Context: an optimization exercise on an open-source flow, tuned for small area. The choices shown serve that exercise and are no tape-out recipe. Function was checked by simulation only, so behaviour that the tests miss may differ from the original. Power figures rest on the tool's default switching activity, not on a simulated workload.

== old ==
==> flow/design.v <==
package x86_arch_pkg;
    typedef enum logic [2:0] {
        CPU_MODE_REAL = 3'd0,
        CPU_MODE_PROT = 3'd1,
        CPU_MODE_V86  = 3'd2,
        CPU_MODE_LONG = 3'd3   
    } cpu_mode_e;
    localparam logic [32-1:0] REAL_MODE_LIMIT = 32'h000F_FFFF;
    typedef struct packed {
        logic [7:0]  base_hi;    
        logic [3:0]  flags;      
        logic [3:0]  limit_hi;   
        logic        present;
        logic [1:0]  dpl;
        logic        s;          
        logic [3:0]  seg_type;
        logic [7:0]  base_mid;   
        logic [15:0] base_lo;
        logic [15:0] limit_lo;
    } seg_desc_t;
    typedef struct packed {
        logic [32-1:0] linear;
        seg_desc_t              desc;
        logic [1:0]             cpl;
    } xlate_req_t;
    typedef struct packed {
        logic [2:0]             mode;      
        logic [32-1:0] base;
        logic [32-1:0] limit;
        logic [3:0]             seg_type;
        logic                   segment_valid;
        logic                   privilege_violation;
    } seg_info_t;
    typedef struct packed {
        seg_info_t              seg;
        logic [32-1:0] linear;
        logic                   paging;   
    } mid_xlate_t;
    typedef struct packed {
        seg_info_t              seg;
        logic [32-1:0] phys_addr;
        logic                   page_fault;
    } xlate_rsp_t;
    function automatic logic [2:0] mode_decode(input logic pe, input logic vm);
        if (!pe) begin
            mode_decode = x86_arch_pkg::CPU_MODE_REAL;
        end else begin
            mode_decode = vm ? x86_arch_pkg::CPU_MODE_V86 : x86_arch_pkg::CPU_MODE_PROT;
        end
    endfunction
endpackage
package mmu_regs_pkg;
    localparam int APB_DATA_W = 32;
    localparam int VPN_W      = 32 - 12;
    localparam int PFN_W      = 32 - 12;
    localparam logic [8-1:0] REG_CR0         = 'h00;
    localparam logic [8-1:0] REG_CTRL        = 'h04;
    localparam logic [8-1:0] REG_TLB_VPN     = 'h08;
    localparam logic [8-1:0] REG_TLB_PFN     = 'h0C;   
    localparam logic [8-1:0] REG_STATUS      = 'h10;
    localparam logic [8-1:0] REG_HIT_COUNT   = 'h14;
    localparam logic [8-1:0] REG_FAULT_COUNT = 'h18;
    localparam int CR0_PE_BIT     = 0;
    localparam int CR0_PG_BIT     = 31;
    localparam int CTRL_VM_BIT    = 0;
    localparam int CTRL_FLUSH_BIT = 1;    
    localparam int ST_MODE_LSB = 0;       
    localparam int ST_PG_BIT   = 3;
    localparam int ST_PE_BIT   = 4;
    localparam int ST_V86_BIT  = 5;
    typedef struct packed {
        logic pe;
        logic pg;
        logic vm_flag;
    } mmu_ctrl_t;
    typedef struct packed {
        logic             valid;
        logic [VPN_W-1:0] vpn;
        logic [PFN_W-1:0] pfn;
    } tlb_fill_t;
endpackage
module mmu_ao22n (
    input  logic a1, a2, b1, b2,
    output logic y
);
    assign y = ~((a1 & a2) | (b1 & b2));
endmodule
module mmu_ao222n (
    input  logic a1, a2, b1, b2, c1, c2,
    output logic y
);
    assign y = ~((a1 & a2) | (b1 & b2) | (c1 & c2));
endmodule
module mmu_sel16 (
    input  logic [15:0] sel,
    input  logic [15:0] d,
    output logic        y
);
    logic [5:0] p;
    mmu_ao222n u_p0 (sel[0],  d[0],  sel[1],  d[1],  sel[2],  d[2],  p[0]);
    mmu_ao222n u_p1 (sel[3],  d[3],  sel[4],  d[4],  sel[5],  d[5],  p[1]);
    mmu_ao222n u_p2 (sel[6],  d[6],  sel[7],  d[7],  sel[8],  d[8],  p[2]);
    mmu_ao222n u_p3 (sel[9],  d[9],  sel[10], d[10], sel[11], d[11], p[3]);
    mmu_ao222n u_p4 (sel[12], d[12], sel[13], d[13], sel[14], d[14], p[4]);
    mmu_nand2  u_p5 (sel[15], d[15], p[5]);
    assign y = ~&p;
endmodule
module mmu_nand2 (
    input  logic a, b,
    output logic y
);
    assign y = ~(a & b);
endmodule
module mmu_nor2 (
    input  logic a, b,
    output logic y
);
    assign y = ~(a | b);
endmodule
module mmu_dec4n (
    input  logic [1:0] a,
    output logic [3:0] yn
);
    for (genvar i = 0; i < 4; i++) begin : g_y
        assign yn[i] = (a != i[1:0]);
    end
endmodule
module mmu_dec16 (
    input  logic [3:0]  a,
    output logic [15:0] y
);
    logic [3:0] lo_n, hi_n;
    mmu_dec4n u_lo (.a(a[1:0]), .yn(lo_n));
    mmu_dec4n u_hi (.a(a[3:2]), .yn(hi_n));
    for (genvar i = 0; i < 16; i++) begin : g_y
        mmu_nor2 u_y (hi_n[i / 4], lo_n[i % 4], y[i]);
    end
endmodule
module mmu_top
(
    input  logic                       clk,
    input  logic                       rst_n,
    input  logic                       psel,
    input  logic                       penable,
    input  logic                       pwrite,
    input  logic [8-1:0] paddr,
    input  logic [31:0]                pwdata,
    output logic [31:0]                prdata,
    output logic                       pready,
    output logic                       pslverr,
    input  logic                       req_valid,
    input  logic [97:0]                req,
    output logic                       rsp_valid,
    output logic [105:0]               rsp
);
    logic       in_map;    
    logic [2:0] rsel;
    logic       wr;
    assign in_map  = (paddr[7:5] == 3'd0) && (paddr[1:0] == 2'd0);
    assign rsel    = paddr[4:2];
    assign wr      = psel & penable & pwrite & in_map;
    assign pready  = 1'b1;
    assign pslverr = ~(in_map && (rsel != 3'd7));
    logic [31:0] cr0_q;
    logic        vm_q;
    logic [19:0] vpn_q;
    logic [19:0] pfn_q;
    logic [31:0] hit_cnt_q;
    logic [31:0] fault_cnt_q;
    logic wr_cr0, wr_ctrl, wr_vpn, wr_pfn, flush;
    assign wr_cr0  = wr && (rsel == 3'd0);
    assign wr_ctrl = wr && (rsel == 3'd1);
    assign wr_vpn  = wr && (rsel == 3'd2);
    assign wr_pfn  = wr && (rsel == 3'd3);
    assign flush   = wr_ctrl & pwdata[1];
    logic cr0_wr_q, pfn_wr_q;
    logic [31:0] cr0;
    always_ff @(posedge clk or negedge rst_n) begin
        if (!rst_n) begin
            cr0_wr_q <= 1'b0;
            pfn_wr_q <= 1'b0;
            vm_q     <= 1'b0;
            vpn_q    <= '0;
        end else begin
            if (wr_cr0)  cr0_wr_q <= 1'b1;
            if (wr_pfn)  pfn_wr_q <= 1'b1;
            if (wr_ctrl) vm_q     <= pwdata[0];
            if (wr_vpn)  vpn_q    <= pwdata[19:0];
        end
    end
    always_ff @(posedge clk) begin
        if (wr_cr0) cr0_q <= pwdata;
        if (wr_pfn) pfn_q <= pwdata[19:0];
    end
    assign cr0 = cr0_q & {32{cr0_wr_q}};
    logic pe, pg, prot, v86, paging;
    assign pe     = cr0[0];
    assign pg     = cr0[31];
    assign prot   = pe & ~vm_q;
    assign v86    = pe & vm_q;
    assign paging = prot & pg;
    always_comb begin
        case (rsel)
            3'd0:    prdata = cr0;
            3'd1:    prdata = {31'd0, vm_q};
            3'd2:    prdata = {12'd0, vpn_q};
            3'd3:    prdata = {12'd0, pfn_q & {20{pfn_wr_q}}};
            3'd4:    prdata = {26'd0, v86, pe, pg, 1'b0, v86, prot};
            3'd5:    prdata = hit_cnt_q;
            default: prdata = fault_cnt_q;
        endcase
    end
    logic [15:0] tlb_valid;
    logic [15:0] tlb_tag [16];
    logic [19:0] tlb_pfn [16];
    always_ff @(posedge clk or negedge rst_n) begin
        if (!rst_n) begin
            tlb_valid <= '0;
        end else if (flush) begin
            tlb_valid <= '0;
        end else if (wr_pfn) begin
            tlb_valid[vpn_q[3:0]] <= 1'b1;
        end
    end
    always_ff @(posedge clk) begin
        if (wr_pfn) begin
            tlb_tag[vpn_q[3:0]] <= vpn_q[19:4];
            tlb_pfn[vpn_q[3:0]] <= pwdata[19:0];
        end
    end
    logic [31:0] lin;
    logic [3:0]  idx;
    logic        hit;
    logic [19:0] pfn_sel;
    assign lin     = req[97:66];
    assign idx     = lin[15:12];
    logic [15:0] isel;
    logic        v_sel;
    logic [15:0] tag_sel;
    mmu_dec16 u_dec (.a(idx), .y(isel));
    mmu_sel16 u_v_sel (.sel(isel), .d(tlb_valid), .y(v_sel));
    for (genvar b = 0; b < 16; b++) begin : g_tag_rd
        logic [15:0] col;
        for (genvar i = 0; i < 16; i++) begin : g_col
            assign col[i] = tlb_tag[i][b];
        end
        mmu_sel16 u_sel (.sel(isel), .d(col), .y(tag_sel[b]));
    end
    for (genvar b = 0; b < 20; b++) begin : g_pfn_rd
        logic [15:0] col;
        for (genvar i = 0; i < 16; i++) begin : g_col
            assign col[i] = tlb_pfn[i][b];
        end
        mmu_sel16 u_sel (.sel(isel), .d(col), .y(pfn_sel[b]));
    end
    assign hit = v_sel && (tag_sel == lin[31:16]);
    logic        s1_valid, s2_valid;
    logic [1:0]  s1_mode,  s2_mode;
    logic [31:0] s1_base,  s2_base;
    logic [19:0] s1_limit, s2_limit;
    logic [3:0]  s1_type,  s2_type;
    logic        s1_sv,    s2_sv;
    logic        s1_pv,    s2_pv;
    logic [31:0] s1_pa,    s2_pa;
    logic        s1_pf,    s2_pf;
    logic        s1_hit,   s2_hit;
    always_ff @(posedge clk or negedge rst_n) begin
        if (!rst_n) begin
            s1_valid <= 1'b0;
            s2_valid <= 1'b0;
        end else begin
            s1_valid <= req_valid;
            s2_valid <= s1_valid;
        end
    end
    always_ff @(posedge clk) begin
        s1_mode  <= {v86, prot};
        s1_base  <= prot ? {req[65:58], req[41:34], req[33:18]} : 32'd0;
        s1_limit <= prot ? {req[53:50], req[17:2]} : 20'hFFFFF;
        s1_type  <= prot ? req[45:42] : 4'd0;
        s1_sv    <= prot ? req[49] : 1'b1;
        s1_pv    <= prot & (req[1:0] > req[48:47]);
        s1_pa    <= paging ? (hit ? {pfn_sel, lin[11:0]} : 32'd0) : lin;
        s1_pf    <= paging & ~hit;
        s1_hit   <= paging & hit;
        s2_mode  <= s1_mode;
        s2_base  <= s1_base;
        s2_limit <= s1_limit;
        s2_type  <= s1_type;
        s2_sv    <= s1_sv;
        s2_pv    <= s1_pv;
        s2_pa    <= s1_pa;
        s2_pf    <= s1_pf;
        s2_hit   <= s1_hit;
    end
    assign rsp_valid = s2_valid;
    assign rsp = {1'b0, s2_mode, s2_base, 12'd0, s2_limit, s2_type, s2_sv, s2_pv, s2_pa, s2_pf};
    logic [32:0] hc, fc;
    for (genvar i = 0; i < 32; i++) begin : g_inc
        if (i == 0) begin : g_first
            assign hc[i] = s2_valid & s2_hit;
            assign fc[i] = s2_valid & s2_pf;
        end else if (i % 8 == 0) begin : g_byte
            assign hc[i] = hc[0] & (&hit_cnt_q[i-1:0]);
            assign fc[i] = fc[0] & (&fault_cnt_q[i-1:0]);
        end
        if (i % 8 != 7) begin : g_ripple
            assign hc[i+1] = hc[i] & hit_cnt_q[i];
            assign fc[i+1] = fc[i] & fault_cnt_q[i];
        end
    end
    always_ff @(posedge clk or negedge rst_n) begin
        if (!rst_n) begin
            hit_cnt_q   <= '0;
            fault_cnt_q <= '0;
        end else begin
            hit_cnt_q   <= hit_cnt_q ^ hc[31:0];
            fault_cnt_q <= fault_cnt_q ^ fc[31:0];
        end
    end
endmodule
clock: 6.0 ns
lec_check: 0
cap_margin: 20
core_margin: 2
core_utilization: 65
cts_buf_list: sky130_fd_sc_hd__clkbuf_16
cts_cluster_diameter: 80
cts_cluster_size: 30
place_density: 0.75
slew_margin: 20
synth_hierarchical: 1
standard.sh (not shown) runs the stock make flow with config.mk's settings and CLKGATE_MAP_FILE= SYNTH_SCRIPT=/design/flow/synth_recipe.tcl, a recipe that flattens the netlist after the stock synthesis.
==> flow/flow/run.sh <==
#!/bin/bash
# The standard layout, with the port buffers made from the smallest
# buffer cell instead of the resizer's default pick.
set -euo pipefail
export BUFFER_PORTS_ARGS="-buffer_cell sky130_fd_sc_hd__buf_1"
bash standard.sh > standard_flow.log 2>&1
Here is what was changed in the inputs of new compared with old.
--- a/flow/design.v
+++ b/flow/design.v
@@ -103,7 +103,21 @@
     mmu_ao222n u_p3 (sel[9],  d[9],  sel[10], d[10], sel[11], d[11], p[3]);
     mmu_ao222n u_p4 (sel[12], d[12], sel[13], d[13], sel[14], d[14], p[4]);
     mmu_nand2  u_p5 (sel[15], d[15], p[5]);
-    assign y = ~&p;
+    logic p012;
+    mmu_and3   u_a3 (p[0], p[1], p[2], p012);
+    mmu_nand4  u_y  (p012, p[3], p[4], p[5], y);
+endmodule
+module mmu_and3 (
+    input  logic a, b, c,
+    output logic y
+);
+    assign y = a & b & c;
+endmodule
+module mmu_nand4 (
+    input  logic a, b, c, d,
+    output logic y
+);
+    assign y = ~(a & b & c & d);
 endmodule
 module mmu_nand2 (
     input  logic a, b,
@@ -136,6 +150,12 @@
         mmu_nor2 u_y (hi_n[i / 4], lo_n[i % 4], y[i]);
     end
 endmodule
+module mmu_ao22 (
+    input  logic a1, a2, b1, b2,
+    output logic y
+);
+    assign y = (a1 & a2) | (b1 & b2);
+endmodule
 module mmu_top
 (
     input  logic                       clk,
@@ -185,9 +205,15 @@
             if (wr_cr0)  cr0_wr_q <= 1'b1;
             if (wr_pfn)  pfn_wr_q <= 1'b1;
             if (wr_ctrl) vm_q     <= pwdata[0];
-            if (wr_vpn)  vpn_q    <= pwdata[19:0];
+            vpn_q    <= vpn_d;
         end
     end
+    logic        wr_vpn_n;
+    logic [19:0] vpn_d;
+    assign wr_vpn_n = ~wr_vpn;
+    for (genvar b = 0; b < 20; b++) begin : g_vpn_d
+        mmu_ao22 u_mux (wr_vpn, pwdata[b], wr_vpn_n, vpn_q[b], vpn_d[b]);
+    end
     always_ff @(posedge clk) begin
         if (wr_cr0) cr0_q <= pwdata;
         if (wr_pfn) pfn_q <= pwdata[19:0];
@@ -213,19 +239,28 @@
     logic [15:0] tlb_valid;
     logic [15:0] tlb_tag [16];
     logic [19:0] tlb_pfn [16];
+    logic [3:0]  we_lo_n, we_hi_n;
+    logic [15:0] we;
+    mmu_dec4n u_we_lo (.a(vpn_q[1:0]), .yn(we_lo_n));
+    for (genvar h = 0; h < 4; h++) begin : g_we_hi
+        assign we_hi_n[h] = ~(wr_pfn & (vpn_q[3:2] == h[1:0]));
+    end
+    for (genvar i = 0; i < 16; i++) begin : g_we
+        mmu_nor2 u_we (we_hi_n[i / 4], we_lo_n[i % 4], we[i]);
+    end
     always_ff @(posedge clk or negedge rst_n) begin
         if (!rst_n) begin
             tlb_valid <= '0;
-        end else if (flush) begin
-            tlb_valid <= '0;
-        end else if (wr_pfn) begin
-            tlb_valid[vpn_q[3:0]] <= 1'b1;
+        end else begin
+            tlb_valid <= ~{16{flush}} & (tlb_valid | we);
         end
     end
-    always_ff @(posedge clk) begin
-        if (wr_pfn) begin
-            tlb_tag[vpn_q[3:0]] <= vpn_q[19:4];
-            tlb_pfn[vpn_q[3:0]] <= pwdata[19:0];
+    for (genvar i = 0; i < 16; i++) begin : g_tlb_wr
+        always_ff @(posedge clk) begin
+            if (we[i]) begin
+                tlb_tag[i] <= vpn_q[19:4];
+                tlb_pfn[i] <= pwdata[19:0];
+            end
         end
     end
     logic [31:0] lin;
### Flow results
Looking at multiplexer share of the synthesized area, new sits 0.77 points below old. Post-layout instance area shrinks slightly when moving from old to new. new: mean instance size in the synthesized netlist is 1.6% lower than what old reported. Looking only at synthesized area, and setting everything else aside, the higher value of new and old goes to old. Compared with old, new improves overall power of the completed layout. old vs new, path type of the worst setup path: input pin to output port vs input pin to register. new ends up with a total CTS buffers that is about 2.6% lower than in old. Looking at non-clock buffer count, new sits 13 lower than old does. Compare new and old | share of the clock period used by the worst path lower: new. On total power density per cell area, new and old are basically level. Against old, new comes in 0.13 ns lower on clock period minus worst slack.

==> separate check: timing with driven ports <==
The results above use ideal ports. As a check the final layouts listed here were re-extracted and re-timed, cells and wires unchanged.
Step 1: set_driving_cell puts a clkbuf_16 on clk and a buf_2 on each other input, an assumption about the parent block.
Step 2, shift: input delay + t, output delay - t, t = (earliest + latest rising clock arrival at the registers) / 2. This alone moves slack from input paths to output paths.
Three values: ideal ports, drivers, drivers and shift; two values: the first two.
run	t, ns	setup WS [ns]	hold slack, ns	worst data-port slew with drivers (ns)
old	0.659	1.392 / 1.366 / 1.124	0.321 / 0.321 / 0.321	0.06
new	0.652	1.526 / 1.525 / 0.900	0.325 / 0.325 / 0.325	0.07
After both steps every run listed still meets setup and hold. The setup slack of new, which loses most, moves by -0.001 ns with the drivers and by -0.626 ns with both steps.
